This is an optimization exercise on Yosys and OpenROAD, whose aim is small area, a short achievable clock period and few clock cycles, not a production implementation. No run shown here included a check of the RTL's function; only the layout flow was run. Power and IR drop assume default switching activity.

$ cat flow/flow/run.sh
#!/bin/bash
# Standard layout, with each tool's output in its own log.
bash standard.sh > standard.log 2>&1
$ cat flow/config.mk
export PLATFORM = sky130hd
export DESIGN_NAME = fc_layer_seq
export DESIGN_NICKNAME = fc_layer_seq
export VERILOG_FILES = /design/flow/design.v
export SDC_FILE = /design/flow/constraint.sdc
export NUM_CORES = 4
export LEC_CHECK = 0
export CAP_MARGIN = 20
export CORE_AREA = 10 10 550 550
export DIE_AREA = 0 0 560 560
export SLEW_MARGIN = 20
$ cat flow/design.v
package ml_pkg;
  localparam int unsigned DefWidth    = 32;
  localparam int unsigned DefFracBits = 16;
  localparam int unsigned SatW        = 128;
  typedef enum logic [1:0] {StIdle, StRun, StDone} fsm_state_e;
  function automatic logic signed [SatW-1:0] sat_to_width(input logic signed [SatW-1:0] v,
                                                          input int unsigned w);
    logic signed [SatW-1:0] one;
    logic signed [SatW-1:0] hi;
    logic signed [SatW-1:0] lo;
    one = SatW'(1);
    hi  = (one <<< (w - 1)) - one;
    lo  = -(one <<< (w - 1));
    if (v > hi) begin
      sat_to_width = hi;
    end else if (v < lo) begin
      sat_to_width = lo;
    end else begin
      sat_to_width = v;
    end
  endfunction
endpackage
module mac_unit (
  input  logic [17:0] a_i,
  input  logic [9:0]  one_i,
  input  logic [9:0]  two_i,
  input  logic [9:0]  neg_i,
  output logic [67:0] s_o,
  output logic [67:0] c_o
);
  logic [19:0] pp [10];
  logic [19:0] ax;   
  assign ax = {{2{a_i[17]}}, a_i};
  always_comb begin
    for (int j = 0; j < 10; j++) begin
      pp[j][0] = (one_i[j] & ax[0]) ^ neg_i[j];
      for (int b = 1; b < 20; b++) begin
        pp[j][b] = ((one_i[j] & ax[b]) | (two_i[j] & ax[b-1])) ^ neg_i[j];
      end
    end
  end
  logic fs0, fc0, fs1, fc1, fs2, fc2, fs3, fc3, fs4, fc4, fs5, fc5, fs6, fc6, fs7, fc7;
  logic fs8, fc8, fs9, fc9, fs10, fc10, fs11, fc11, fs12, fc12, fs13, fc13, fs14, fc14, fs15, fc15;
  logic fs16, fc16, fs17, fc17, fs18, fc18, fs19, fc19, fs20, fc20, fs21, fc21, fs22, fc22, fs23, fc23;
  logic fs24, fc24, fs25, fc25, fs26, fc26, fs27, fc27, fs28, fc28, fs29, fc29, fs30, fc30, fs31, fc31;
  logic fs32, fc32, fs33, fc33, fs34, fc34, fs35, fc35, fs36, fc36, fs37, fc37, fs38, fc38, fs39, fc39;
  logic fs40, fc40, fs41, fc41, fs42, fc42, fs43, fc43, fs44, fc44, fs45, fc45, fs46, fc46, fs47, fc47;
  logic fs48, fc48, fs49, fc49, fs50, fc50, fs51, fc51, fs52, fc52, fs53, fc53, fs54, fc54, fs55, fc55;
  logic fs56, fc56, fs57, fc57, fs58, fc58, fs59, fc59, fs60, fc60, fs61, fc61, fs62, fc62, fs63, fc63;
  logic fs64, fc64, fs65, fc65, fs66, fc66, fs67, fc67, fs68, fc68, fs69, fc69, fs70, fc70, fs71, fc71;
  logic fs72, fc72, fs73, fc73, fs74, fc74, fs75, fc75, fs76, fc76, fs77, fc77, fs78, fc78, fs79, fc79;
  logic fs80, fc80, fs81, fc81, fs82, fc82, fs83, fc83, fs84, fc84, fs85, fc85, fs86, fc86, fs87, fc87;
  logic fs88, fc88, fs89, fc89, fs90, fc90, fs91, fc91, fs92, fc92, fs93, fc93, fs94, fc94, fs95, fc95;
  logic fs96, fc96, fs97, fc97, fs98, fc98, fs99, fc99, fs100, fc100, fs101, fc101, fs102, fc102, fs103, fc103;
  logic fs104, fc104, fs105, fc105, fs106, fc106, fs107, fc107, fs108, fc108, fs109, fc109, fs110, fc110, fs111, fc111;
  logic fs112, fc112, fs113, fc113, fs114, fc114, fs115, fc115, fs116, fc116, fs117, fc117, fs118, fc118, fs119, fc119;
  logic fs120, fc120, fs121, fc121, fs122, fc122, fs123, fc123, fs124, fc124, fs125, fc125, fs126, fc126, fs127, fc127;
  logic fs128, fc128, fs129, fc129, fs130, fc130, fs131, fc131, fs132, fc132, fs133, fc133, fs134, fc134, fs135, fc135;
  logic fs136, fc136, fs137, fc137, fs138, fc138, fs139, fc139, fs140, fc140, fs141, fc141, fs142, fc142, fs143, fc143;
  logic fs144, fc144, hs0, hc0, hs1, hc1, hs2, hc2, hs3, hc3, hs4, hc4, hs5, hc5, hs6, hc6;
  logic hs7, hc7, hs8, hc8, hs9, hc9, hs10, hc10, hs11, hc11, hs12, hc12, hs13, hc13, hs14, hc14;
  logic hs15, hc15, hs16, hc16, hs17, hc17, hs18, hc18, hs19, hc19, hs20, hc20, hs21, hc21, hs22, hc22;
  logic hs23, hc23, hs24, hc24, hs25, hc25;
  assign hs0 = pp[0][16] ^ pp[1][14];
  assign hc0 = pp[0][16] & pp[1][14];
  assign hs1 = pp[0][17] ^ pp[1][15];
  assign hc1 = pp[0][17] & pp[1][15];
  assign {fc0, fs0} = {1'b0, pp[0][18]} + {1'b0, pp[1][16]} + {1'b0, pp[2][14]};
  assign hs2 = pp[3][12] ^ pp[4][10];
  assign hc2 = pp[3][12] & pp[4][10];
  assign {fc1, fs1} = {1'b0, ~pp[0][19]} + {1'b0, pp[1][17]} + {1'b0, pp[2][15]};
  assign {fc2, fs2} = {1'b0, pp[3][13]} + {1'b0, pp[4][11]} + {1'b0, pp[5][9]};
  assign {fc3, fs3} = {1'b0, pp[1][18]} + {1'b0, pp[2][16]} + {1'b0, pp[3][14]};
  assign hs3 = pp[4][12] ^ pp[5][10];
  assign hc3 = pp[4][12] & pp[5][10];
  assign {fc4, fs4} = {1'b0, ~pp[1][19]} + {1'b0, pp[2][17]} + {1'b0, pp[3][15]};
  assign hs4 = pp[2][18] ^ pp[3][16];
  assign hc4 = pp[2][18] & pp[3][16];
  assign hs5 = pp[0][10] ^ pp[1][8];
  assign hc5 = pp[0][10] & pp[1][8];
  assign hs6 = pp[0][11] ^ pp[1][9];
  assign hc6 = pp[0][11] & pp[1][9];
  assign {fc5, fs5} = {1'b0, pp[0][12]} + {1'b0, pp[1][10]} + {1'b0, pp[2][8]};
  assign hs7 = pp[3][6] ^ pp[4][4];
  assign hc7 = pp[3][6] & pp[4][4];
  assign {fc6, fs6} = {1'b0, pp[0][13]} + {1'b0, pp[1][11]} + {1'b0, pp[2][9]};
  assign hs8 = pp[3][7] ^ pp[4][5];
  assign hc8 = pp[3][7] & pp[4][5];
  assign {fc7, fs7} = {1'b0, pp[0][14]} + {1'b0, pp[1][12]} + {1'b0, pp[2][10]};
  assign {fc8, fs8} = {1'b0, pp[3][8]} + {1'b0, pp[4][6]} + {1'b0, pp[5][4]};
  assign hs9 = pp[6][2] ^ pp[7][0];
  assign hc9 = pp[6][2] & pp[7][0];
  assign {fc9, fs9} = {1'b0, pp[0][15]} + {1'b0, pp[1][13]} + {1'b0, pp[2][11]};
  assign {fc10, fs10} = {1'b0, pp[3][9]} + {1'b0, pp[4][7]} + {1'b0, pp[5][5]};
  assign hs10 = pp[6][3] ^ pp[7][1];
  assign hc10 = pp[6][3] & pp[7][1];
  assign {fc11, fs11} = {1'b0, hs0} + {1'b0, pp[2][12]} + {1'b0, pp[3][10]};
  assign {fc12, fs12} = {1'b0, pp[4][8]} + {1'b0, pp[5][6]} + {1'b0, pp[6][4]};
  assign {fc13, fs13} = {1'b0, pp[7][2]} + {1'b0, pp[8][0]} + {1'b0, neg_i[8]};
  assign {fc14, fs14} = {1'b0, hc0} + {1'b0, hs1} + {1'b0, pp[2][13]};
  assign {fc15, fs15} = {1'b0, pp[3][11]} + {1'b0, pp[4][9]} + {1'b0, pp[5][7]};
  assign {fc16, fs16} = {1'b0, pp[6][5]} + {1'b0, pp[7][3]} + {1'b0, pp[8][1]};
  assign {fc17, fs17} = {1'b0, hc1} + {1'b0, fs0} + {1'b0, hs2};
  assign {fc18, fs18} = {1'b0, pp[5][8]} + {1'b0, pp[6][6]} + {1'b0, pp[7][4]};
  assign {fc19, fs19} = {1'b0, pp[8][2]} + {1'b0, pp[9][0]} + {1'b0, neg_i[9]};
  assign {fc20, fs20} = {1'b0, fc0} + {1'b0, hc2} + {1'b0, fs1};
  assign {fc21, fs21} = {1'b0, fs2} + {1'b0, pp[6][7]} + {1'b0, pp[7][5]};
  assign {fc22, fs22} = {1'b0, pp[8][3]} + {1'b0, pp[9][1]} + {1'b0, 1'b1};
  assign {fc23, fs23} = {1'b0, fc1} + {1'b0, fc2} + {1'b0, fs3};
  assign {fc24, fs24} = {1'b0, hs3} + {1'b0, pp[6][8]} + {1'b0, pp[7][6]};
  assign {fc25, fs25} = {1'b0, pp[8][4]} + {1'b0, pp[9][2]} + {1'b0, 1'b1};
  assign {fc26, fs26} = {1'b0, fc3} + {1'b0, hc3} + {1'b0, fs4};
  assign {fc27, fs27} = {1'b0, pp[4][13]} + {1'b0, pp[5][11]} + {1'b0, pp[6][9]};
  assign {fc28, fs28} = {1'b0, pp[7][7]} + {1'b0, pp[8][5]} + {1'b0, pp[9][3]};
  assign {fc29, fs29} = {1'b0, fc4} + {1'b0, hs4} + {1'b0, pp[4][14]};
  assign {fc30, fs30} = {1'b0, pp[5][12]} + {1'b0, pp[6][10]} + {1'b0, pp[7][8]};
  assign {fc31, fs31} = {1'b0, pp[8][6]} + {1'b0, pp[9][4]} + {1'b0, 1'b1};
  assign {fc32, fs32} = {1'b0, hc4} + {1'b0, ~pp[2][19]} + {1'b0, pp[3][17]};
  assign {fc33, fs33} = {1'b0, pp[4][15]} + {1'b0, pp[5][13]} + {1'b0, pp[6][11]};
  assign {fc34, fs34} = {1'b0, pp[7][9]} + {1'b0, pp[8][7]} + {1'b0, pp[9][5]};
  assign {fc35, fs35} = {1'b0, pp[3][18]} + {1'b0, pp[4][16]} + {1'b0, pp[5][14]};
  assign {fc36, fs36} = {1'b0, pp[6][12]} + {1'b0, pp[7][10]} + {1'b0, pp[8][8]};
  assign hs11 = pp[9][6] ^ 1'b1;
  assign hc11 = pp[9][6] & 1'b1;
  assign {fc37, fs37} = {1'b0, ~pp[3][19]} + {1'b0, pp[4][17]} + {1'b0, pp[5][15]};
  assign {fc38, fs38} = {1'b0, pp[6][13]} + {1'b0, pp[7][11]} + {1'b0, pp[8][9]};
  assign {fc39, fs39} = {1'b0, pp[4][18]} + {1'b0, pp[5][16]} + {1'b0, pp[6][14]};
  assign hs12 = pp[7][12] ^ pp[8][10];
  assign hc12 = pp[7][12] & pp[8][10];
  assign {fc40, fs40} = {1'b0, ~pp[4][19]} + {1'b0, pp[5][17]} + {1'b0, pp[6][15]};
  assign hs13 = pp[5][18] ^ pp[6][16];
  assign hc13 = pp[5][18] & pp[6][16];
  assign hs14 = pp[0][6] ^ pp[1][4];
  assign hc14 = pp[0][6] & pp[1][4];
  assign hs15 = pp[0][7] ^ pp[1][5];
  assign hc15 = pp[0][7] & pp[1][5];
  assign {fc41, fs41} = {1'b0, pp[0][8]} + {1'b0, pp[1][6]} + {1'b0, pp[2][4]};
  assign hs16 = pp[3][2] ^ pp[4][0];
  assign hc16 = pp[3][2] & pp[4][0];
  assign {fc42, fs42} = {1'b0, pp[0][9]} + {1'b0, pp[1][7]} + {1'b0, pp[2][5]};
  assign hs17 = pp[3][3] ^ pp[4][1];
  assign hc17 = pp[3][3] & pp[4][1];
  assign {fc43, fs43} = {1'b0, hs5} + {1'b0, pp[2][6]} + {1'b0, pp[3][4]};
  assign {fc44, fs44} = {1'b0, pp[4][2]} + {1'b0, pp[5][0]} + {1'b0, neg_i[5]};
  assign {fc45, fs45} = {1'b0, hc5} + {1'b0, hs6} + {1'b0, pp[2][7]};
  assign {fc46, fs46} = {1'b0, pp[3][5]} + {1'b0, pp[4][3]} + {1'b0, pp[5][1]};
  assign {fc47, fs47} = {1'b0, hc6} + {1'b0, fs5} + {1'b0, hs7};
  assign {fc48, fs48} = {1'b0, pp[5][2]} + {1'b0, pp[6][0]} + {1'b0, neg_i[6]};
  assign {fc49, fs49} = {1'b0, fc5} + {1'b0, hc7} + {1'b0, fs6};
  assign {fc50, fs50} = {1'b0, hs8} + {1'b0, pp[5][3]} + {1'b0, pp[6][1]};
  assign {fc51, fs51} = {1'b0, fc6} + {1'b0, hc8} + {1'b0, fs7};
  assign {fc52, fs52} = {1'b0, fs8} + {1'b0, hs9} + {1'b0, neg_i[7]};
  assign {fc53, fs53} = {1'b0, fc7} + {1'b0, fc8} + {1'b0, hc9};
  assign {fc54, fs54} = {1'b0, fs9} + {1'b0, fs10} + {1'b0, hs10};
  assign {fc55, fs55} = {1'b0, fc9} + {1'b0, fc10} + {1'b0, hc10};
  assign {fc56, fs56} = {1'b0, fs11} + {1'b0, fs12} + {1'b0, fs13};
  assign {fc57, fs57} = {1'b0, fc11} + {1'b0, fc12} + {1'b0, fc13};
  assign {fc58, fs58} = {1'b0, fs14} + {1'b0, fs15} + {1'b0, fs16};
  assign {fc59, fs59} = {1'b0, fc14} + {1'b0, fc15} + {1'b0, fc16};
  assign {fc60, fs60} = {1'b0, fs17} + {1'b0, fs18} + {1'b0, fs19};
  assign {fc61, fs61} = {1'b0, fc17} + {1'b0, fc18} + {1'b0, fc19};
  assign {fc62, fs62} = {1'b0, fs20} + {1'b0, fs21} + {1'b0, fs22};
  assign {fc63, fs63} = {1'b0, fc20} + {1'b0, fc21} + {1'b0, fc22};
  assign {fc64, fs64} = {1'b0, fs23} + {1'b0, fs24} + {1'b0, fs25};
  assign {fc65, fs65} = {1'b0, fc23} + {1'b0, fc24} + {1'b0, fc25};
  assign {fc66, fs66} = {1'b0, fs26} + {1'b0, fs27} + {1'b0, fs28};
  assign {fc67, fs67} = {1'b0, fc26} + {1'b0, fc27} + {1'b0, fc28};
  assign {fc68, fs68} = {1'b0, fs29} + {1'b0, fs30} + {1'b0, fs31};
  assign {fc69, fs69} = {1'b0, fc29} + {1'b0, fc30} + {1'b0, fc31};
  assign {fc70, fs70} = {1'b0, fs32} + {1'b0, fs33} + {1'b0, fs34};
  assign {fc71, fs71} = {1'b0, fc32} + {1'b0, fc33} + {1'b0, fc34};
  assign {fc72, fs72} = {1'b0, fs35} + {1'b0, fs36} + {1'b0, hs11};
  assign {fc73, fs73} = {1'b0, fc35} + {1'b0, fc36} + {1'b0, hc11};
  assign {fc74, fs74} = {1'b0, fs37} + {1'b0, fs38} + {1'b0, pp[9][7]};
  assign {fc75, fs75} = {1'b0, fc37} + {1'b0, fc38} + {1'b0, fs39};
  assign {fc76, fs76} = {1'b0, hs12} + {1'b0, pp[9][8]} + {1'b0, 1'b1};
  assign {fc77, fs77} = {1'b0, fc39} + {1'b0, hc12} + {1'b0, fs40};
  assign {fc78, fs78} = {1'b0, pp[7][13]} + {1'b0, pp[8][11]} + {1'b0, pp[9][9]};
  assign {fc79, fs79} = {1'b0, fc40} + {1'b0, hs13} + {1'b0, pp[7][14]};
  assign {fc80, fs80} = {1'b0, pp[8][12]} + {1'b0, pp[9][10]} + {1'b0, 1'b1};
  assign {fc81, fs81} = {1'b0, hc13} + {1'b0, ~pp[5][19]} + {1'b0, pp[6][17]};
  assign {fc82, fs82} = {1'b0, pp[7][15]} + {1'b0, pp[8][13]} + {1'b0, pp[9][11]};
  assign {fc83, fs83} = {1'b0, pp[6][18]} + {1'b0, pp[7][16]} + {1'b0, pp[8][14]};
  assign hs18 = pp[9][12] ^ 1'b1;
  assign hc18 = pp[9][12] & 1'b1;
  assign {fc84, fs84} = {1'b0, ~pp[6][19]} + {1'b0, pp[7][17]} + {1'b0, pp[8][15]};
  assign hs19 = pp[7][18] ^ pp[8][16];
  assign hc19 = pp[7][18] & pp[8][16];
  assign hs20 = pp[0][4] ^ pp[1][2];
  assign hc20 = pp[0][4] & pp[1][2];
  assign hs21 = pp[0][5] ^ pp[1][3];
  assign hc21 = pp[0][5] & pp[1][3];
  assign {fc85, fs85} = {1'b0, hs14} + {1'b0, pp[2][2]} + {1'b0, pp[3][0]};
  assign {fc86, fs86} = {1'b0, hc14} + {1'b0, hs15} + {1'b0, pp[2][3]};
  assign {fc87, fs87} = {1'b0, hc15} + {1'b0, fs41} + {1'b0, hs16};
  assign {fc88, fs88} = {1'b0, fc41} + {1'b0, hc16} + {1'b0, fs42};
  assign {fc89, fs89} = {1'b0, fc42} + {1'b0, hc17} + {1'b0, fs43};
  assign {fc90, fs90} = {1'b0, fc43} + {1'b0, fc44} + {1'b0, fs45};
  assign {fc91, fs91} = {1'b0, fc45} + {1'b0, fc46} + {1'b0, fs47};
  assign {fc92, fs92} = {1'b0, fc47} + {1'b0, fc48} + {1'b0, fs49};
  assign {fc93, fs93} = {1'b0, fc49} + {1'b0, fc50} + {1'b0, fs51};
  assign {fc94, fs94} = {1'b0, fc51} + {1'b0, fc52} + {1'b0, fs53};
  assign {fc95, fs95} = {1'b0, fc53} + {1'b0, fc54} + {1'b0, fs55};
  assign {fc96, fs96} = {1'b0, fc55} + {1'b0, fc56} + {1'b0, fs57};
  assign {fc97, fs97} = {1'b0, fc57} + {1'b0, fc58} + {1'b0, fs59};
  assign {fc98, fs98} = {1'b0, fc59} + {1'b0, fc60} + {1'b0, fs61};
  assign {fc99, fs99} = {1'b0, fc61} + {1'b0, fc62} + {1'b0, fs63};
  assign {fc100, fs100} = {1'b0, fc63} + {1'b0, fc64} + {1'b0, fs65};
  assign {fc101, fs101} = {1'b0, fc65} + {1'b0, fc66} + {1'b0, fs67};
  assign {fc102, fs102} = {1'b0, fc67} + {1'b0, fc68} + {1'b0, fs69};
  assign {fc103, fs103} = {1'b0, fc69} + {1'b0, fc70} + {1'b0, fs71};
  assign {fc104, fs104} = {1'b0, fc71} + {1'b0, fc72} + {1'b0, fs73};
  assign {fc105, fs105} = {1'b0, fc73} + {1'b0, fc74} + {1'b0, fs75};
  assign {fc106, fs106} = {1'b0, fc75} + {1'b0, fc76} + {1'b0, fs77};
  assign {fc107, fs107} = {1'b0, fc77} + {1'b0, fc78} + {1'b0, fs79};
  assign {fc108, fs108} = {1'b0, fc79} + {1'b0, fc80} + {1'b0, fs81};
  assign {fc109, fs109} = {1'b0, fc81} + {1'b0, fc82} + {1'b0, fs83};
  assign {fc110, fs110} = {1'b0, fc83} + {1'b0, hc18} + {1'b0, fs84};
  assign {fc111, fs111} = {1'b0, fc84} + {1'b0, hs19} + {1'b0, pp[9][14]};
  assign {fc112, fs112} = {1'b0, hc19} + {1'b0, ~pp[7][19]} + {1'b0, pp[8][17]};
  assign hs22 = pp[8][18] ^ pp[9][16];
  assign hc22 = pp[8][18] & pp[9][16];
  assign hs23 = pp[0][2] ^ pp[1][0];
  assign hc23 = pp[0][2] & pp[1][0];
  assign hs24 = pp[0][3] ^ pp[1][1];
  assign hc24 = pp[0][3] & pp[1][1];
  assign {fc113, fs113} = {1'b0, hs20} + {1'b0, pp[2][0]} + {1'b0, neg_i[2]};
  assign {fc114, fs114} = {1'b0, hc20} + {1'b0, hs21} + {1'b0, pp[2][1]};
  assign {fc115, fs115} = {1'b0, hc21} + {1'b0, fs85} + {1'b0, neg_i[3]};
  assign {fc116, fs116} = {1'b0, fc85} + {1'b0, fs86} + {1'b0, pp[3][1]};
  assign {fc117, fs117} = {1'b0, fc86} + {1'b0, fs87} + {1'b0, neg_i[4]};
  assign {fc118, fs118} = {1'b0, fc87} + {1'b0, fs88} + {1'b0, hs17};
  assign {fc119, fs119} = {1'b0, fc88} + {1'b0, fs89} + {1'b0, fs44};
  assign {fc120, fs120} = {1'b0, fc89} + {1'b0, fs90} + {1'b0, fs46};
  assign {fc121, fs121} = {1'b0, fc90} + {1'b0, fs91} + {1'b0, fs48};
  assign {fc122, fs122} = {1'b0, fc91} + {1'b0, fs92} + {1'b0, fs50};
  assign {fc123, fs123} = {1'b0, fc92} + {1'b0, fs93} + {1'b0, fs52};
  assign {fc124, fs124} = {1'b0, fc93} + {1'b0, fs94} + {1'b0, fs54};
  assign {fc125, fs125} = {1'b0, fc94} + {1'b0, fs95} + {1'b0, fs56};
  assign {fc126, fs126} = {1'b0, fc95} + {1'b0, fs96} + {1'b0, fs58};
  assign {fc127, fs127} = {1'b0, fc96} + {1'b0, fs97} + {1'b0, fs60};
  assign {fc128, fs128} = {1'b0, fc97} + {1'b0, fs98} + {1'b0, fs62};
  assign {fc129, fs129} = {1'b0, fc98} + {1'b0, fs99} + {1'b0, fs64};
  assign {fc130, fs130} = {1'b0, fc99} + {1'b0, fs100} + {1'b0, fs66};
  assign {fc131, fs131} = {1'b0, fc100} + {1'b0, fs101} + {1'b0, fs68};
  assign {fc132, fs132} = {1'b0, fc101} + {1'b0, fs102} + {1'b0, fs70};
  assign {fc133, fs133} = {1'b0, fc102} + {1'b0, fs103} + {1'b0, fs72};
  assign {fc134, fs134} = {1'b0, fc103} + {1'b0, fs104} + {1'b0, fs74};
  assign {fc135, fs135} = {1'b0, fc104} + {1'b0, fs105} + {1'b0, fs76};
  assign {fc136, fs136} = {1'b0, fc105} + {1'b0, fs106} + {1'b0, fs78};
  assign {fc137, fs137} = {1'b0, fc106} + {1'b0, fs107} + {1'b0, fs80};
  assign {fc138, fs138} = {1'b0, fc107} + {1'b0, fs108} + {1'b0, fs82};
  assign {fc139, fs139} = {1'b0, fc108} + {1'b0, fs109} + {1'b0, hs18};
  assign {fc140, fs140} = {1'b0, fc109} + {1'b0, fs110} + {1'b0, pp[9][13]};
  assign {fc141, fs141} = {1'b0, fc110} + {1'b0, fs111} + {1'b0, 1'b1};
  assign {fc142, fs142} = {1'b0, fc111} + {1'b0, fs112} + {1'b0, pp[9][15]};
  assign {fc143, fs143} = {1'b0, fc112} + {1'b0, hs22} + {1'b0, 1'b1};
  assign {fc144, fs144} = {1'b0, hc22} + {1'b0, ~pp[8][19]} + {1'b0, pp[9][17]};
  assign hs25 = pp[9][18] ^ 1'b1;
  assign hc25 = pp[9][18] & 1'b1;
  assign s_o[0] = pp[0][0];
  assign c_o[0] = neg_i[0];
  assign s_o[1] = pp[0][1];
  assign c_o[1] = 1'b0;
  assign s_o[2] = hs23;
  assign c_o[2] = neg_i[1];
  assign s_o[3] = hc23;
  assign c_o[3] = hs24;
  assign s_o[4] = hc24;
  assign c_o[4] = fs113;
  assign s_o[5] = fc113;
  assign c_o[5] = fs114;
  assign s_o[6] = fc114;
  assign c_o[6] = fs115;
  assign s_o[7] = fc115;
  assign c_o[7] = fs116;
  assign s_o[8] = fc116;
  assign c_o[8] = fs117;
  assign s_o[9] = fc117;
  assign c_o[9] = fs118;
  assign s_o[10] = fc118;
  assign c_o[10] = fs119;
  assign s_o[11] = fc119;
  assign c_o[11] = fs120;
  assign s_o[12] = fc120;
  assign c_o[12] = fs121;
  assign s_o[13] = fc121;
  assign c_o[13] = fs122;
  assign s_o[14] = fc122;
  assign c_o[14] = fs123;
  assign s_o[15] = fc123;
  assign c_o[15] = fs124;
  assign s_o[16] = fc124;
  assign c_o[16] = fs125;
  assign s_o[17] = fc125;
  assign c_o[17] = fs126;
  assign s_o[18] = fc126;
  assign c_o[18] = fs127;
  assign s_o[19] = fc127;
  assign c_o[19] = fs128;
  assign s_o[20] = fc128;
  assign c_o[20] = fs129;
  assign s_o[21] = fc129;
  assign c_o[21] = fs130;
  assign s_o[22] = fc130;
  assign c_o[22] = fs131;
  assign s_o[23] = fc131;
  assign c_o[23] = fs132;
  assign s_o[24] = fc132;
  assign c_o[24] = fs133;
  assign s_o[25] = fc133;
  assign c_o[25] = fs134;
  assign s_o[26] = fc134;
  assign c_o[26] = fs135;
  assign s_o[27] = fc135;
  assign c_o[27] = fs136;
  assign s_o[28] = fc136;
  assign c_o[28] = fs137;
  assign s_o[29] = fc137;
  assign c_o[29] = fs138;
  assign s_o[30] = fc138;
  assign c_o[30] = fs139;
  assign s_o[31] = fc139;
  assign c_o[31] = fs140;
  assign s_o[32] = fc140;
  assign c_o[32] = fs141;
  assign s_o[33] = fc141;
  assign c_o[33] = fs142;
  assign s_o[34] = fc142;
  assign c_o[34] = fs143;
  assign s_o[35] = fc143;
  assign c_o[35] = fs144;
  assign s_o[36] = fc144;
  assign c_o[36] = hs25;
  assign s_o[37] = hc25;
  assign c_o[37] = ~pp[9][19];
  assign s_o[38] = 1'b1;
  assign c_o[38] = 1'b0;
  assign s_o[39] = 1'b1;
  assign c_o[39] = 1'b0;
  assign s_o[40] = 1'b1;
  assign c_o[40] = 1'b0;
  assign s_o[41] = 1'b1;
  assign c_o[41] = 1'b0;
  assign s_o[42] = 1'b1;
  assign c_o[42] = 1'b0;
  assign s_o[43] = 1'b1;
  assign c_o[43] = 1'b0;
  assign s_o[44] = 1'b1;
  assign c_o[44] = 1'b0;
  assign s_o[45] = 1'b1;
  assign c_o[45] = 1'b0;
  assign s_o[46] = 1'b1;
  assign c_o[46] = 1'b0;
  assign s_o[47] = 1'b1;
  assign c_o[47] = 1'b0;
  assign s_o[48] = 1'b1;
  assign c_o[48] = 1'b0;
  assign s_o[49] = 1'b1;
  assign c_o[49] = 1'b0;
  assign s_o[50] = 1'b1;
  assign c_o[50] = 1'b0;
  assign s_o[51] = 1'b1;
  assign c_o[51] = 1'b0;
  assign s_o[52] = 1'b1;
  assign c_o[52] = 1'b0;
  assign s_o[53] = 1'b1;
  assign c_o[53] = 1'b0;
  assign s_o[54] = 1'b1;
  assign c_o[54] = 1'b0;
  assign s_o[55] = 1'b1;
  assign c_o[55] = 1'b0;
  assign s_o[56] = 1'b1;
  assign c_o[56] = 1'b0;
  assign s_o[57] = 1'b1;
  assign c_o[57] = 1'b0;
  assign s_o[58] = 1'b1;
  assign c_o[58] = 1'b0;
  assign s_o[59] = 1'b1;
  assign c_o[59] = 1'b0;
  assign s_o[60] = 1'b1;
  assign c_o[60] = 1'b0;
  assign s_o[61] = 1'b1;
  assign c_o[61] = 1'b0;
  assign s_o[62] = 1'b1;
  assign c_o[62] = 1'b0;
  assign s_o[63] = 1'b1;
  assign c_o[63] = 1'b0;
  assign s_o[64] = 1'b1;
  assign c_o[64] = 1'b0;
  assign s_o[65] = 1'b1;
  assign c_o[65] = 1'b0;
  assign s_o[66] = 1'b1;
  assign c_o[66] = 1'b0;
  assign s_o[67] = 1'b1;
  assign c_o[67] = 1'b0;
endmodule
module fc_layer_seq #(
  parameter int unsigned WIDTH      = ml_pkg::DefWidth,
  parameter int unsigned FRAC_BITS  = ml_pkg::DefFracBits,
  parameter int unsigned IN_LENGTH  = 16,
  parameter int unsigned OUT_LENGTH = 16
) (
  input  logic                                   clk,
  input  logic                                   rst_n,
  input  logic                                   in_valid,
  output logic                                   in_ready,
  input  logic [IN_LENGTH*WIDTH-1:0]             inputs,
  input  logic [OUT_LENGTH*WIDTH-1:0]            biases,
  input  logic                                   relu_en,
  output logic                                   w_rd_en,
  output logic [$clog2(OUT_LENGTH*IN_LENGTH)-1:0] w_addr,
  input  logic [WIDTH-1:0]                       w_data,
  output logic                                   out_valid,
  input  logic                                   out_ready,
  output logic [OUT_LENGTH*WIDTH-1:0]            outputs,
  output logic                                   busy
);
  localparam int unsigned W    = 32;
  localparam int unsigned N    = 16;
  localparam int unsigned AccW = 68;
  logic            idle_q;      
  logic            done_q;      
  logic            start_q;     
  logic            slow_q;      
  logic            relu_q;
  logic [N*W-1:0]  x_q;
  logic [N-1:0]    nz_q;        
  logic [N-1:0]    xsm_q;       
  logic [N*W-1:0]  out_q;       
  logic [3:0]      fcnt_q;      
  logic accept;
  assign accept = idle_q & in_valid;
  logic [N-1:0] nzm;
  assign nzm = nz_q | {{(N-1){1'b0}}, (nz_q == '0)};
  logic [7:0]   addr_q;         
  logic [1:0]   c_q;            
  logic [N-1:0] pm_q;           
  logic         iss_q;          
  logic         rd_en_q;
  logic         d_live_q, d_last_q;
  logic [3:0]   d_i_q, d_o_q;
  logic [1:0]   d_c_q;
  logic         m_valid_q, m_last_q;
  logic [3:0]   m_o_q;
  logic [1:0]   m_c_q;
  logic [17:0] m_w_q;
  logic [9:0]  m_one_q, m_two_q, m_neg_q;    
  logic         m_wbig_q;
  logic         a_valid_q, a_last_q;
  logic [1:0]   a_sh_q;
  logic [AccW-1:0] a_s_q, a_c_q;           
  logic signed [AccW-1:0] acc_q;
  logic         init_q;         
  logic [N-1:0] pm_c;
  logic         adv_i;
  logic         last_c;
  logic         restart;
  logic [3:0]   restart_o;
  logic [N-1:0] pm_low, nzm_low;
  logic [3:0]   pm_low_idx, nzm_low_idx;
  function automatic logic [3:0] enc16(input logic [N-1:0] oh);
    logic [3:0] r;
    r = '0;
    for (int k = 0; k < N; k++) begin
      if (oh[k]) r = r | 4'(k);
    end
    enc16 = r;
  endfunction
  always_comb begin
    pm_c        = start_q ? (nzm & ~16'h0003) : pm_q;
    adv_i       = !slow_q || (c_q == 2'd3);
    last_c      = (pm_c == '0) && adv_i;
    pm_low      = pm_c & (~pm_c + 16'd1);
    nzm_low     = nzm & (~nzm + 16'd1);
    pm_low_idx  = enc16(pm_low);
    nzm_low_idx = enc16(nzm_low);
  end
  assign restart   = (start_q && (xsm_q != '1)) || (m_valid_q && !slow_q && m_wbig_q);
  assign restart_o = start_q ? 4'd0 : m_o_q;
  always_ff @(posedge clk or negedge rst_n) begin
    if (!rst_n) begin
      idle_q    <= 1'b1;
      done_q    <= 1'b0;
      start_q   <= 1'b0;
      slow_q    <= 1'b0;
      iss_q     <= 1'b0;
      rd_en_q   <= 1'b0;
      addr_q    <= '0;
      d_live_q  <= 1'b0;
      d_last_q  <= 1'b0;
      m_valid_q <= 1'b0;
      m_last_q  <= 1'b0;
      a_valid_q <= 1'b0;
      a_last_q  <= 1'b0;
      init_q    <= 1'b1;
      fcnt_q    <= '0;
    end else begin
      start_q <= accept;
      if (idle_q) begin
        if (in_valid) idle_q <= 1'b0;
      end else if (done_q) begin
        if (out_ready) begin
          done_q <= 1'b0;
          idle_q <= 1'b1;
        end
      end else if (a_last_q && fcnt_q == 4'd15) begin
        done_q <= 1'b1;
      end
      d_live_q <= 1'b0;
      d_last_q <= 1'b0;
      if (idle_q) begin
        slow_q  <= 1'b0;
        rd_en_q <= 1'b1;
        addr_q  <= accept ? 8'd1 : 8'd0;
        iss_q   <= accept;
        d_live_q <= accept;
      end else if (restart) begin
        slow_q  <= 1'b1;
        iss_q   <= 1'b1;
        rd_en_q <= 1'b1;
        addr_q  <= {restart_o, nzm_low_idx};
      end else begin
        d_live_q <= iss_q;
        d_last_q <= iss_q && last_c;
        if (iss_q && adv_i) begin
          if (pm_c != '0) begin
            addr_q[3:0] <= pm_low_idx;
          end else if (addr_q[7:4] != 4'd15) begin
            addr_q <= {addr_q[7:4] + 4'd1, nzm_low_idx};
          end else begin
            iss_q  <= 1'b0;
            addr_q <= '0;
          end
        end
      end
      m_valid_q <= d_live_q && nzm[d_i_q] && !restart;
      m_last_q  <= d_last_q && !restart;
      a_valid_q <= m_valid_q && !restart;
      a_last_q  <= m_last_q && !restart;
      if (accept || restart) begin
        init_q <= 1'b1;
      end else if (a_valid_q || a_last_q) begin
        init_q <= a_last_q;
      end
      if (accept) begin
        fcnt_q <= '0;
      end else if (a_last_q) begin
        fcnt_q <= fcnt_q + 4'd1;
      end
    end
  end
  logic [W-1:0]       x_sel;
  logic signed [17:0] w_op;
  logic signed [18:0] x_op;
  logic [AccW-1:0]    prod_s, prod_c;
  logic [20:0]        xe;
  logic [9:0]         one_d, two_d, neg_d;
  logic [AccW-1:0]    ps, pc;
  logic signed [AccW-1:0] base, acc_d;
  logic [W-1:0]       fin;
  logic               in_range;
  always_comb begin
    x_sel = x_q[d_i_q*W +: W];
    if (!slow_q) begin
      w_op = w_data[17:0];
      x_op = x_sel[18:0];
    end else begin
      w_op = d_c_q[1] ? {{2{w_data[31]}}, w_data[31:16]} : {2'b00, w_data[15:0]};
      x_op = d_c_q[0] ? {{3{x_sel[31]}}, x_sel[31:16]} : {3'b000, x_sel[15:0]};
    end
    xe = {x_op[18], x_op, 1'b0};
    for (int j = 0; j < 10; j++) begin
      one_d[j] = xe[2*j+1] ^ xe[2*j];
      two_d[j] = (xe[2*j+2] & ~xe[2*j+1] & ~xe[2*j]) | (~xe[2*j+2] & xe[2*j+1] & xe[2*j]);
      neg_d[j] = xe[2*j+2];
    end
  end
  mac_unit u_mul (
    .a_i   (m_w_q),
    .one_i (m_one_q),
    .two_i (m_two_q),
    .neg_i (m_neg_q),
    .s_o   (prod_s),
    .c_o   (prod_c)
  );
  always_comb begin
    case (a_sh_q)
      2'd1:    begin ps = a_s_q << 16; pc = a_c_q << 16; end
      2'd2:    begin ps = a_s_q << 32; pc = a_c_q << 32; end
      default: begin ps = a_s_q;       pc = a_c_q;       end
    endcase
    if (!a_valid_q) begin
      ps = '0;
      pc = '0;
    end
    base  = init_q ? AccW'($signed({out_q[W-1:0], 16'h0000})) : acc_q;
    acc_d = base + $signed(ps) + $signed(pc);
    in_range = (acc_d[AccW-1:47] == '0) || (acc_d[AccW-1:47] == '1);
    if (relu_q && acc_d[AccW-1]) begin
      fin = '0;
    end else if (in_range) begin
      fin = acc_d[47:16];
    end else begin
      fin = acc_d[AccW-1] ? 32'h8000_0000 : 32'h7FFF_FFFF;
    end
  end
  always_ff @(posedge clk) begin
    if (idle_q) begin
      x_q    <= inputs;
      out_q  <= biases;
      relu_q <= relu_en;
      for (int k = 0; k < N; k++) begin
        nz_q[k]  <= (inputs[k*W +: W] != '0);
        xsm_q[k] <= (inputs[k*W+18 +: 14] == '0) || (inputs[k*W+18 +: 14] == '1);
      end
    end else if (a_last_q) begin
      out_q <= {fin, out_q[N*W-1:W]};
    end
    if (idle_q || restart) begin
      c_q <= '0;
    end else if (iss_q) begin
      c_q <= adv_i ? 2'd0 : c_q + 2'd1;
    end
    if (restart) begin
      pm_q <= nzm & ~nzm_low;
    end else if (iss_q && adv_i) begin
      pm_q <= (pm_c != '0) ? (pm_c & ~pm_low) : (nzm & ~nzm_low);
    end
    if (idle_q) begin
      d_i_q <= '0;
      d_o_q <= '0;
      d_c_q <= '0;
    end else begin
      d_i_q <= addr_q[3:0];
      d_o_q <= addr_q[7:4];
      d_c_q <= c_q;
    end
    m_w_q    <= w_op;
    m_one_q  <= one_d;
    m_two_q  <= two_d;
    m_neg_q  <= neg_d;
    m_wbig_q <= !((w_data[31:17] == '0) || (w_data[31:17] == '1));
    m_o_q    <= d_o_q;
    m_c_q    <= d_c_q;
    a_s_q  <= prod_s;
    a_c_q  <= prod_c;
    a_sh_q <= {1'b0, m_c_q[1]} + {1'b0, m_c_q[0]};
    if (a_valid_q || a_last_q) begin
      acc_q <= acc_d;
    end
  end
  assign in_ready  = idle_q;
  assign busy      = !idle_q;
  assign out_valid = done_q;
  assign w_rd_en   = rd_en_q;
  assign w_addr    = addr_q;
  assign outputs   = out_q;
endmodule
$ cat flow/standard.sh
#!/bin/bash
# synth_recipe.tcl (not shown) runs the flow's synth.tcl, then flattens the netlist and writes it again
# the make line also repeats each setting of config.mk as NAME=value (left out here)
make -C /OpenROAD-flow-scripts/flow DESIGN_CONFIG=/design/flow/config.mk WORK_HOME=/design/flow/orfs CLKGATE_MAP_FILE= SYNTH_SCRIPT=/design/flow/synth_recipe.tcl "${@:-finish}"
$ cat flow/constraint.sdc
create_clock -name core_clock -period 13.0 [get_ports {clk}]
set_input_delay 2.6000 -clock core_clock [delete_from_list [all_inputs] [get_ports {clk}]]
set_output_delay 2.6000 -clock core_clock [all_outputs]
set_load 0.01 [all_outputs]
==> results.txt, run 1 <==
# setup viols final 0; crit-path max FO 73; Clock Tree Buf Depth 4; flop and latch count out of synthesis 1307; most frequent cells in the layout clkdlybuf4s50_1, edfxtp_1, mux2_2, nand2_1, inv_1; final design utilization 32.0%; top-area cell type share of the netlist area 50.8%; DR WL/cell 41.6 µm; Final min period 8330 ps; P&R area growth vs syn 38.0%; total power 0.0280 W; outcome complete, no violations; clock sink total 1307; power density over cell area 301 nW/µm²; Multi-input gate area 27300 µm²; post-CTS sizing 0; CTS root buffer clkbuf_16; simple-gate area share of the yosys netlist 7.76%; # hold bufs at CTS 0; initial core utilization 23.2%; fin cells 10.5k; final slew viol count 0; first-pass GRT wire length 555000 µm; Synth Area in Adders 7.86%; RSZ-0062 raised after global routing no; DRT Pass-1 Iters 7; CP max stage cell or3_2; share of post-route cells with drive strength above 1 15.8%; ys flop type edfxtp_1; post-route setup slack 4670 ps; Critical Path RT 13580 ps; critical path's largest stage delay 770 ps; Worst slew margin 15.9%; Final Hold Violating Endpoints 0; min-delay worst type reg2reg; placed cells 10.1k; routed vias 53.1k; crit end category flip-flop; number of buffers and inverters on the critical path 3; DR iter-0 viols 6795; GRT Total Usage 26.5%; fmax 0.120 GHz; setup TNS 0 ps; Final Skew 124 ps; VDD IR max 484 µV; syn_area_per_cell 13.7 µm²; CP Class reg2reg; FILL cells 29.0k; complex-gate fraction of the synthesized area 6.75%; post-route antenna net violation count 0; die area 314000 µm²; final net count 7771; die height 560 µm; Routed WL 437000 µm; initial antenna violation count 233; yosys warns 3; Top Family by Delay on Critical Path simple AND/OR/NAND/NOR gates; CTS tree done; largest family of logic cells by synthesized area multiplexers; dpl ws 4570 ps; Post-synth ARST share 1.91%; DIE WIDTH 560 µm; Vias/cell 5.05; Area contributors post-synth edfxtp_1, mux2_2, fa_1; Worst EP arrival 8910 ps; Post CTS Setup Buffer Count 0; worst-path cell chain inv_1, ha_1, buf_4, nor2b_1, and2_2, a22oi_1, fa_1, inv_1, ha_1, nand4_1, nor4_2, o21ai_1, a31oi_1, o31ai_1, xor2_1, nor4_2, nand4_1, or4_1, or3_2, o221a_4, nor4_1; Synth area leader edfxtp_1; Ports 1585; post-synth cell types 85; number of global-route vias before repair 52.5k; post-synthesis mux area share 14.7%; PortBufs 1584; cts bufs inserted 164; Clk pin slew, worst setup/hold paths 60 ps; commonest non-fill, non-tap cell in the layout clkdlybuf4s50_1; Pleak 31.8 nW; H-tree lvl count 4; Sequential Area 37700 µm²; Post-Synth XOR/XNOR Area 3.41%; DP HPWL 370000 µm; core area 291000 µm²; max_cap viols 0; Cell Rows 198; gr ovfl total 0; Slew @ Worst Pin 1260 ps; Synth Cell Area 67300 µm²; DRC viols 0; Tcrit/Tclk final 64.1%; largest net degree at the start of global routing 171; reg2reg setup slack 4670 ps; syn_nets 6275; clock latency on the worst-skew pair 880 ps; Seq/Total Area, Yosys 56.0%; startpoint types flip-flop; gpl congestion 1.04; Post-Syn Instances 4911; number of synthesized flops with an enable pin 1140
==> worst paths after layout <==
| kind | startpoint | endpoint | cells after the start |
|---|---|---|---|
| hold reg to reg | d_o_q[3] | m_o_q[3] | 0 |
| hold / removal | d_o_q[3] | m_o_q[3] | 0 |
| setup / recovery | a_sh_q[0] | out_q[505] | 21 |
| setup reg to reg | a_sh_q[0] | out_q[505] | 21 |
| max in group asynchronous | rst_n | init_q | 2 |
| min in group asynchronous | rst_n | rd_en_q | 2 |
==> per-layer routing <==
| metal | track usage, % | vias up | share of wire (%) |
|---|---|---|---|
| met5 | 0 | - | 0.081 |
| met4 | 11.8 | 56 | 5.4 |
| met3 | 6.48 | 648 | 8.0 |
| met2 | 41.5 | 3237 | 45 |
| met1 | 34.7 | 27400 | 42 |
| li1 | - | 21700 | - |
==> synthesized netlist by cell type, types with 113 or more instances <==
library cell     n
xor2_1         133
nand2_1        310
a21oi_1        159
nor2_1         177
mux4_2         163
dfxtp_1        142
edfxtp_1      1140
fa_1           200
inv_1          305
a22oi_1        186
mux2_2         504
clkbuf_1       223
nand4_1        124
xnor2_1        129
nor4_1         144
o21ai_0        113
==> worst register-to-register path, stage by stage, from the launching register on <==
cell and delay (ps):
dfxtp_1 340, inv_1 50, ha_1 290, buf_4 330, nor2b_1 310, and2_2 750
a22oi_1 260, fa_1 600, inv_1 50, ha_1 480, nand4_1 290, nor4_2 530
o21ai_1 140, a31oi_1 630, o31ai_1 290, xor2_1 280, nor4_2 200, nand4_1 180
or4_1 550, or3_2 770, o221a_4 510, nor4_1 350
==> cell type report <==
class                           count  area share (%)
Tap cell                         3900            5.25
Timing Repair Buffer             1642            17.6
Sequential cell                  1307            40.6
Clock buffer                      202            4.76
Inverter                          307            1.24
Multi-Input combinational cell   2985            29.4
Antenna cell                       73           0.197
Clock inverter                     97            1.02
==> power breakdown <==
part / switching, W / internal [W] / leakage, nW
combinational: 0.0106 / 0.00615 / 17.3
sequential: 0.000922 / 0.00563 / 11.8
clock: 0.00201 / 0.00269 / 2.65
total: 0.0135 / 0.0145 / 31.8
==> through the flow <==
step | hold WS (ps) | area [µm²]
6_report | 326 | 93000
5_1_grt | 334 | 92800
4_1_cts | 325 | 92800
3_5_place_dp | 312 | 87400
3_3_place_gp | 311 | 87400
2_1_floorplan | 310 | 67400
==> cell families after synthesis <==
logic type                 after synthesis
DFF                                   1307
muxes                                  721
buffers and inverters                  619
AOI/OAI and AO/OA                      675
xor gates and xnor gates               262
and+or+nand+nor                       1024
adders and majority gates              303
==> flip-flops by register name (all words and copies together) (netlist names), 2 cells and up <==
register,count
m_two_q,9
m_one_q,10
d_o_q,4
c_q,2
a_c_q,36
d_c_q,2
m_w_q,18
out_q,512
nz_q,16
d_i_q,4
a_sh_q,2
fcnt_q,4
m_c_q,2
acc_q,68
a_s_q,38
xsm_q,16
x_q,512
m_o_q,4
addr_q,8
m_neg_q,10
pm_q,15
==> run 2: changes to the inputs <==
--- a/flow/design.v
+++ b/flow/design.v
@@ -421,2 +421,5 @@
   localparam int unsigned AccW = 68;
+  localparam logic [1:0] PHH = 2'd0;    
+  localparam logic [1:0] PM  = 2'd1;    
+  localparam logic [1:0] PLL = 2'd2;    
   logic            idle_q;      
@@ -437,2 +440,4 @@
   logic [1:0]   c_q;            
+  logic [1:0]   pass_q;         
+  logic         first_q;        
   logic [N-1:0] pm_q;           
@@ -440,18 +445,17 @@
   logic         rd_en_q;
-  logic         d_live_q, d_last_q;
+  logic         d_live_q, d_last_q, d_pf_q, d_pk_q;
   logic [3:0]   d_i_q, d_o_q;
   logic [1:0]   d_c_q;
-  logic         m_valid_q, m_last_q;
+  logic         m_valid_q, m_last_q, m_pf_q, m_pk_q;
   logic [3:0]   m_o_q;
-  logic [1:0]   m_c_q;
-  logic [17:0] m_w_q;
-  logic [9:0]  m_one_q, m_two_q, m_neg_q;    
+  logic [17:0]  m_w_q;
+  logic [9:0]   m_one_q, m_two_q, m_neg_q;    
   logic         m_wbig_q;
-  logic         a_valid_q, a_last_q;
-  logic [1:0]   a_sh_q;
-  logic [AccW-1:0] a_s_q, a_c_q;           
-  logic signed [AccW-1:0] acc_q;
+  logic         a_valid_q, a_last_q, a_pf_q, a_pk_q;
+  logic [AccW-1:0] a_s_q, a_c_q;            
+  logic [AccW-1:0] acc_q;
   logic         init_q;         
+  logic         f_q;            
   logic [N-1:0] pm_c;
-  logic         adv_i;
+  logic         sub;
   logic         last_c;
@@ -469,6 +473,9 @@
   endfunction
+  function automatic logic [1:0] pass_chunks(input logic [1:0] p);
+    pass_chunks = (p == PHH) ? 2'b11 : (p == PM) ? 2'b01 : 2'b00;
+  endfunction
   always_comb begin
     pm_c        = start_q ? (nzm & ~16'h0003) : pm_q;
-    adv_i       = !slow_q || (c_q == 2'd3);
-    last_c      = (pm_c == '0) && adv_i;
+    sub         = slow_q && (pass_q == PM) && (c_q == 2'b01);
+    last_c      = (pm_c == '0) && (pass_q == PLL);
     pm_low      = pm_c & (~pm_c + 16'd1);
@@ -496,2 +503,3 @@
       init_q    <= 1'b1;
+      f_q       <= 1'b0;
       fcnt_q    <= '0;
@@ -499,2 +507,3 @@
       start_q <= accept;
+      rd_en_q <= 1'b1;
       if (idle_q) begin
@@ -506,3 +515,3 @@
         end
-      end else if (a_last_q && fcnt_q == 4'd15) begin
+      end else if (f_q && fcnt_q == 4'd15) begin
         done_q <= 1'b1;
@@ -512,12 +521,10 @@
       if (idle_q) begin
-        slow_q  <= 1'b0;
-        rd_en_q <= 1'b1;
-        addr_q  <= accept ? 8'd1 : 8'd0;
-        iss_q   <= accept;
+        slow_q   <= 1'b0;
+        addr_q   <= accept ? 8'd1 : 8'd0;
+        iss_q    <= accept;
         d_live_q <= accept;
       end else if (restart) begin
-        slow_q  <= 1'b1;
-        iss_q   <= 1'b1;
-        rd_en_q <= 1'b1;
-        addr_q  <= {restart_o, nzm_low_idx};
+        slow_q <= 1'b1;
+        iss_q  <= 1'b1;
+        addr_q <= {restart_o, nzm_low_idx};
       end else begin
@@ -525,5 +532,7 @@
         d_last_q <= iss_q && last_c;
-        if (iss_q && adv_i) begin
+        if (iss_q && !sub) begin
           if (pm_c != '0) begin
             addr_q[3:0] <= pm_low_idx;
+          end else if (slow_q && pass_q != PLL) begin
+            addr_q[3:0] <= nzm_low_idx;
           end else if (addr_q[7:4] != 4'd15) begin
@@ -545,5 +554,6 @@
       end
+      f_q <= a_last_q;
       if (accept) begin
         fcnt_q <= '0;
-      end else if (a_last_q) begin
+      end else if (f_q) begin
         fcnt_q <= fcnt_q + 4'd1;
@@ -553,9 +563,10 @@
   logic [W-1:0]       x_sel;
-  logic signed [17:0] w_op;
-  logic signed [18:0] x_op;
-  logic [AccW-1:0]    prod_s, prod_c;
+  logic [17:0]        w_op;
+  logic [18:0]        x_op;
   logic [20:0]        xe;
+  logic               d_valid;
   logic [9:0]         one_d, two_d, neg_d;
-  logic [AccW-1:0]    ps, pc;
-  logic signed [AccW-1:0] base, acc_d;
+  logic [AccW-1:0]    prod_s, prod_c;
+  logic [W-1:0]       b_cur;
+  logic [AccW-1:0]    base, acc_d;
   logic [W-1:0]       fin;
@@ -571,7 +582,8 @@
     end
+    d_valid = d_live_q && nzm[d_i_q];
     xe = {x_op[18], x_op, 1'b0};
     for (int j = 0; j < 10; j++) begin
-      one_d[j] = xe[2*j+1] ^ xe[2*j];
-      two_d[j] = (xe[2*j+2] & ~xe[2*j+1] & ~xe[2*j]) | (~xe[2*j+2] & xe[2*j+1] & xe[2*j]);
-      neg_d[j] = xe[2*j+2];
+      one_d[j] = d_valid && (xe[2*j+1] ^ xe[2*j]);
+      two_d[j] = d_valid && ((xe[2*j+2] & ~xe[2*j+1] & ~xe[2*j]) | (~xe[2*j+2] & xe[2*j+1] & xe[2*j]));
+      neg_d[j] = d_valid && xe[2*j+2];
     end
@@ -587,20 +599,18 @@
   always_comb begin
-    case (a_sh_q)
-      2'd1:    begin ps = a_s_q << 16; pc = a_c_q << 16; end
-      2'd2:    begin ps = a_s_q << 32; pc = a_c_q << 32; end
-      default: begin ps = a_s_q;       pc = a_c_q;       end
-    endcase
-    if (!a_valid_q) begin
-      ps = '0;
-      pc = '0;
-    end
-    base  = init_q ? AccW'($signed({out_q[W-1:0], 16'h0000})) : acc_q;
-    acc_d = base + $signed(ps) + $signed(pc);
-    in_range = (acc_d[AccW-1:47] == '0) || (acc_d[AccW-1:47] == '1);
-    if (relu_q && acc_d[AccW-1]) begin
+    b_cur = f_q ? out_q[2*W-1:W] : out_q[W-1:0];
+    if (init_q) begin
+      base = slow_q ? AccW'($signed(b_cur[W-1:16])) : AccW'($signed({b_cur, 16'h0000}));
+    end else if (a_pf_q) begin
+      base = {acc_q[AccW-17:0], a_pk_q ? b_cur[15:0] : 16'h0000};
+    end else begin
+      base = acc_q;
+    end
+    acc_d = base + a_s_q + a_c_q;
+    in_range = (acc_q[AccW-1:47] == '0) || (acc_q[AccW-1:47] == '1);
+    if (relu_q && acc_q[AccW-1]) begin
       fin = '0;
     end else if (in_range) begin
-      fin = acc_d[47:16];
+      fin = acc_q[47:16];
     end else begin
-      fin = acc_d[AccW-1] ? 32'h8000_0000 : 32'h7FFF_FFFF;
+      fin = acc_q[AccW-1] ? 32'h8000_0000 : 32'h7FFF_FFFF;
     end
@@ -616,23 +626,46 @@
       end
-    end else if (a_last_q) begin
+    end else if (f_q) begin
       out_q <= {fin, out_q[N*W-1:W]};
     end
-    if (idle_q || restart) begin
-      c_q <= '0;
+    if (idle_q) begin
+      c_q     <= 2'b00;
+      pass_q  <= PLL;
+      first_q <= 1'b0;
+    end else if (restart) begin
+      c_q     <= pass_chunks(PHH);
+      pass_q  <= PHH;
+      first_q <= 1'b0;
+      pm_q    <= nzm & ~nzm_low;
     end else if (iss_q) begin
-      c_q <= adv_i ? 2'd0 : c_q + 2'd1;
-    end
-    if (restart) begin
-      pm_q <= nzm & ~nzm_low;
-    end else if (iss_q && adv_i) begin
-      pm_q <= (pm_c != '0) ? (pm_c & ~pm_low) : (nzm & ~nzm_low);
+      if (sub) begin
+        c_q     <= 2'b10;
+        first_q <= 1'b0;
+      end else if (pm_c != '0) begin
+        c_q     <= pass_chunks(pass_q);
+        first_q <= 1'b0;
+        pm_q    <= pm_c & ~pm_low;
+      end else if (slow_q && pass_q != PLL) begin
+        c_q     <= pass_chunks(pass_q + 2'd1);
+        pass_q  <= pass_q + 2'd1;
+        first_q <= 1'b1;
+        pm_q    <= nzm & ~nzm_low;
+      end else begin
+        c_q     <= slow_q ? pass_chunks(PHH) : 2'b00;
+        pass_q  <= slow_q ? PHH : PLL;
+        first_q <= 1'b0;
+        pm_q    <= nzm & ~nzm_low;
+      end
     end
     if (idle_q) begin
-      d_i_q <= '0;
-      d_o_q <= '0;
-      d_c_q <= '0;
+      d_i_q  <= '0;
+      d_o_q  <= '0;
+      d_c_q  <= '0;
+      d_pf_q <= 1'b0;
+      d_pk_q <= 1'b0;
     end else begin
-      d_i_q <= addr_q[3:0];
-      d_o_q <= addr_q[7:4];
-      d_c_q <= c_q;
+      d_i_q  <= addr_q[3:0];
+      d_o_q  <= addr_q[7:4];
+      d_c_q  <= c_q;
+      d_pf_q <= first_q;
+      d_pk_q <= (pass_q == PM);
     end
@@ -644,6 +677,8 @@
     m_o_q    <= d_o_q;
-    m_c_q    <= d_c_q;
+    m_pf_q   <= d_pf_q;
+    m_pk_q   <= d_pk_q;
     a_s_q  <= prod_s;
     a_c_q  <= prod_c;
-    a_sh_q <= {1'b0, m_c_q[1]} + {1'b0, m_c_q[0]};
+    a_pf_q <= m_pf_q;
+    a_pk_q <= m_pk_q;
     if (a_valid_q || a_last_q) begin
==> flow/flow/run.sh (replaced) <==
#!/bin/bash
# Standard layout (the standard.sh, unchanged synthesis), with repair_timing aiming at a
# tighter setup target than the clock period so the datapath gets sized for speed.
# ORFS writes each step's full log under orfs/logs/.
bash standard.sh SETUP_SLACK_MARGIN=8.6 finish > standard.log 2>&1
--- a/flow/config.mk
+++ b/flow/config.mk
@@ -7,2 +7,3 @@
 export LEC_CHECK = 0
+export ABC_CLOCK_PERIOD_IN_PS = 4000
 export CAP_MARGIN = 20
==> run 2 against run 1 <==
Compared with the run above: utilization is 0.60 points higher; first-iteration DRC count is 27% lower; synthesized cell count is 5.8% lower; design area is 1.9% higher; maximum frequency is 76% higher; power is 5.2% lower; non-clock buffer count is 272 higher; via count is 3.6% lower; largest power group unchanged; clock skew is 54 ps lower; count of clock-buffer cells in the layout is 2 lower; still clean; combinational power is 8% lower.
==> results.txt, run 2 <==
fin cells 10.6k (+0.39%); Synth Cell Area 65800 µm² (-2.3%); syn_nets 5960 (-5.0%); M3 GR Usage 5.59% (-0.89 points); post-route antenna net violation count 0 (unchanged); Worst EP arrival 5300 ps (-3610 ps); core area 291000 µm² (unchanged); synth cell count leaders edfxtp_1, mux2_2, inv_1; FILL cells 28.9k (-0.32%); Synth area leader edfxtp_1; total power 0.0265 W (-5.2%); startpoint types flip-flop; Top Registers out_q: 512 flops, x_q: 512 flops, acc_q: 68 flops; DIE WIDTH 560 µm (unchanged); RSZ-0062 raised after global routing yes; Post-Syn Instances 4625 (-5.8%); DR iter-0 viols 4952 (-27%); DRT Pass-1 Iters 5 (-2); DP HPWL 344000 µm (-7.0%); first-pass GRT wire length 528000 µm (-4.8%); number of synthesized flops with an enable pin 1140 (unchanged); gr ovfl total 0 (unchanged); GRT Total Usage 25.1% (-1.4 points); final net count 7765 (-0.077%); ys flop type edfxtp_1; WHS 327 ps (+1.13 ps); CTS tree done; Pleak 33.1 nW (+4.1%); Routed WL 414000 µm (-5.4%); die area 314000 µm² (unchanged); Final Hold Violating Endpoints 0 (unchanged); number of global-route vias before repair 51.3k (-2.4%); top-area cell type share of the netlist area 52.0% (+1.2 points); cts bufs inserted 166 (+1.2%); final slew viol count 0 (unchanged); met1 GRT Util 27.2% (-7.5 points); DRC viols 0 (unchanged); placed cells 9876 (-2.6%); PortBufs 1584 (unchanged); Final min period 4750 ps (-3590 ps); post-synth cell types 92 (+8.2%); Slew @ Worst Pin 1180 ps (-77.9 ps); DR WL/cell 39.2 µm (-5.7%); count leader, synth edfxtp_1; initial core utilization 22.6% (-0.54 points); flop and latch count out of synthesis 1313 (+0.46%); Ports 1585 (unchanged); min-delay worst type reg2reg; CTS root buffer clkbuf_16; Clk pin slew, worst setup/hold paths 60 ps (about the same); routed vias 51.1k (-3.6%); # hold bufs at CTS 0 (unchanged); clock sink total 1313 (+0.46%); Tcrit/Tclk final 36.5% (-28 points); commonest non-fill, non-tap cell in the layout edfxtp_1; Post-synth ARST share 1.98% (+0.067 points); largest net degree at the start of global routing 193 (+13%); GR peak layer met2; share of post-route cells with drive strength above 1 23.7% (+7.9 points); die height 560 µm (unchanged); Clock Tree Buf Depth 4 (unchanged); setup TNS 0 ps (unchanged); VDD IR max 399 µV (-17%); Worst slew margin 20.2% (+4.4 points); power density over cell area 280 nW/µm² (-6.9%); Critical Path RT 13560 ps (-20 ps); max_cap viols 0 (unchanged); met2 usage 45.8% (+4.3 points); fmax 0.211 GHz (+76%); Vias/cell 4.85 (-4.0%); # setup viols final 0 (unchanged); syn_area_per_cell 14.2 µm² (+3.7%); gpl congestion 0.999 (-3.8%); crit-path max FO 15 (-79%); Cell Rows 198 (unchanged); most frequent cells in the layout edfxtp_1, clkdlybuf4s50_1, mux2_2, dlygate4sd2_1, inv_1; CP Class reg2reg; crit end category flip-flop; H-tree lvl count 4 (unchanged); outcome complete, no violations; Final Skew 70.3 ps (-53.6 ps); yosys warns 3 (unchanged); Area contributors post-synth edfxtp_1, mux2_2, mux4_2; P&R area growth vs syn 44.0%; clock latency on the worst-skew pair 870 ps (about the same); initial antenna violation count 188 (-19%); Seq/Total Area, Yosys 57.5% (+1.5 points)
[run 2: area by class of cell]
| cell class | instances | area, µm² | area share, % |
|---|---|---|---|
| Antenna cell | 96 | 240 | 0.254 |
| Clock buffer | 200 | 4330 | 4.58 |
| Clock inverter | 96 | 966 | 1.02 |
| Inverter | 292 | 1110 | 1.17 |
| Multi-Input combinational cell | 2742 | 26800 | 28.4 |
| Sequential cell | 1313 | 37900 | 40.0 |
| Tap cell | 3900 | 4880 | 5.15 |
| Timing Repair Buffer | 1914 | 18500 | 19.5 |
| Timing Repair inverter | 1 | 5.00 | 0.00528 |
[run 2: worst paths after layout]
| kind | slack (ps) | to | startpoint | depth (start not counted) |
|---|---|---|---|---|
| hold reg to reg | 330 | m_o_q[1] | d_o_q[1] | 0 |
| min in group asynchronous | 1800 | rd_en_q | rst_n | 2 |
| setup / recovery | 8250 | acc_q[64] | f_q | 18 |
| setup reg to reg | 8250 | acc_q[64] | f_q | 18 |
| max in group asynchronous | 10730 | done_q | rst_n | 2 |
| hold / removal | 330 | m_o_q[1] | d_o_q[1] | 0 |
[run 2: repair_timing]
item | 4_1_cts | 5_1_grt
cloned | 7 | 1
resized for setup | 1106 | 87
pin swaps | 29 | 23
buffers inserted | 250 | 27
hold endpoints to repair | 0 | 0
endpoints found under the setup margin | 794 | 50
[run 2: worst max-delay path, stage by stage (launching register included)]
cell and delay (ps):
dfrtp_2 440, buf_4 160, buf_16 170, mux2i_4 230, o22a_1 240, fa_1 480, inv_1 40, ha_2 220
a211o_1 310, a21oi_2 170, o21ai_2 100, a221oi_4 430, o21ai_2 120, a41oi_4 250, o211ai_2 140, a311o_2 440
nor2b_4 160, o41ai_4 220, xnor2_1 90
[run 2: cell families after synthesis]
| logic type | count (synthesis) | share of synthesized area (%) |
|---|---|---|
| other | 1 | 0.00570 |
| XOR/XNOR | 267 | 3.56 |
| AO/OA/AOI/OAI | 638 | 6.52 |
| multiplexers | 771 | 15.8 |
| AND/OR/NAND/NOR | 789 | 6.15 |
| adder cells (fa/ha/maj) | 274 | 7.16 |
| buffers and inverters | 572 | 3.29 |
| flip-flops | 1313 | 57.5 |
[run 2: per-stage QoR]
stage / utilization [%] / setup WS [ps] / cell area, µm²
after global placement: 29.6 / 6780 / 85900
after floorplan: - / 4420 / 65800
after detailed placement: 29.6 / 6740 / 85900
final: 32.6 / 8250 / 94700
after CTS: 32.3 / 8260 / 93900
after global routing: 32.5 / 8140 / 94600
[run 2: report_power, final]
part	internal, W	switching, W	total (W)
clock network	0.00264	0.00201	0.00465
logic	0.00673	0.00870	0.0154
registers	0.00559	0.000853	0.00644
[run 2: metal layers]
metal / up-vias / routed length [µm]
met5: - / 433
met4: 70 / 26800
met3: 697 / 27700
met2: 2802 / 213000
met1: 26300 / 146000
li1: 21300 / -

[afterwards: timing with drivers on the ports]
The flow's constraints put no driver on any port. The routed layouts listed below were extracted and timed again, unchanged, in two steps.
Step 1, drivers: a clkbuf_16 drives clk and a buf_2 each remaining input, both assumed.
Step 2 adds t to the input delays and takes it off the output delays; t is the mean of the earliest and latest rising clock arrival at the registers after step 1. Input paths then give back, and output paths get back, about the clock's delay inside the block.
Three values: ideal, step 1, step 2; two values: the first two.
run | t (ns) | slack for setup (ns) | worst setup path after step 2 | clock arrival spread, ns
run 1 | 0.928 | 4.668 / 4.668 / 4.668 | register to register | 0.124 / 0.123
run 2 | 0.937 | 8.254 / 8.254 / 7.805 | input to register | 0.074 / 0.074
After both steps setup and hold are still met in every run listed. For run 2, which loses most, drivers alone change the setup slack by 0.000 ns; drivers and shift together by -0.449 ns.
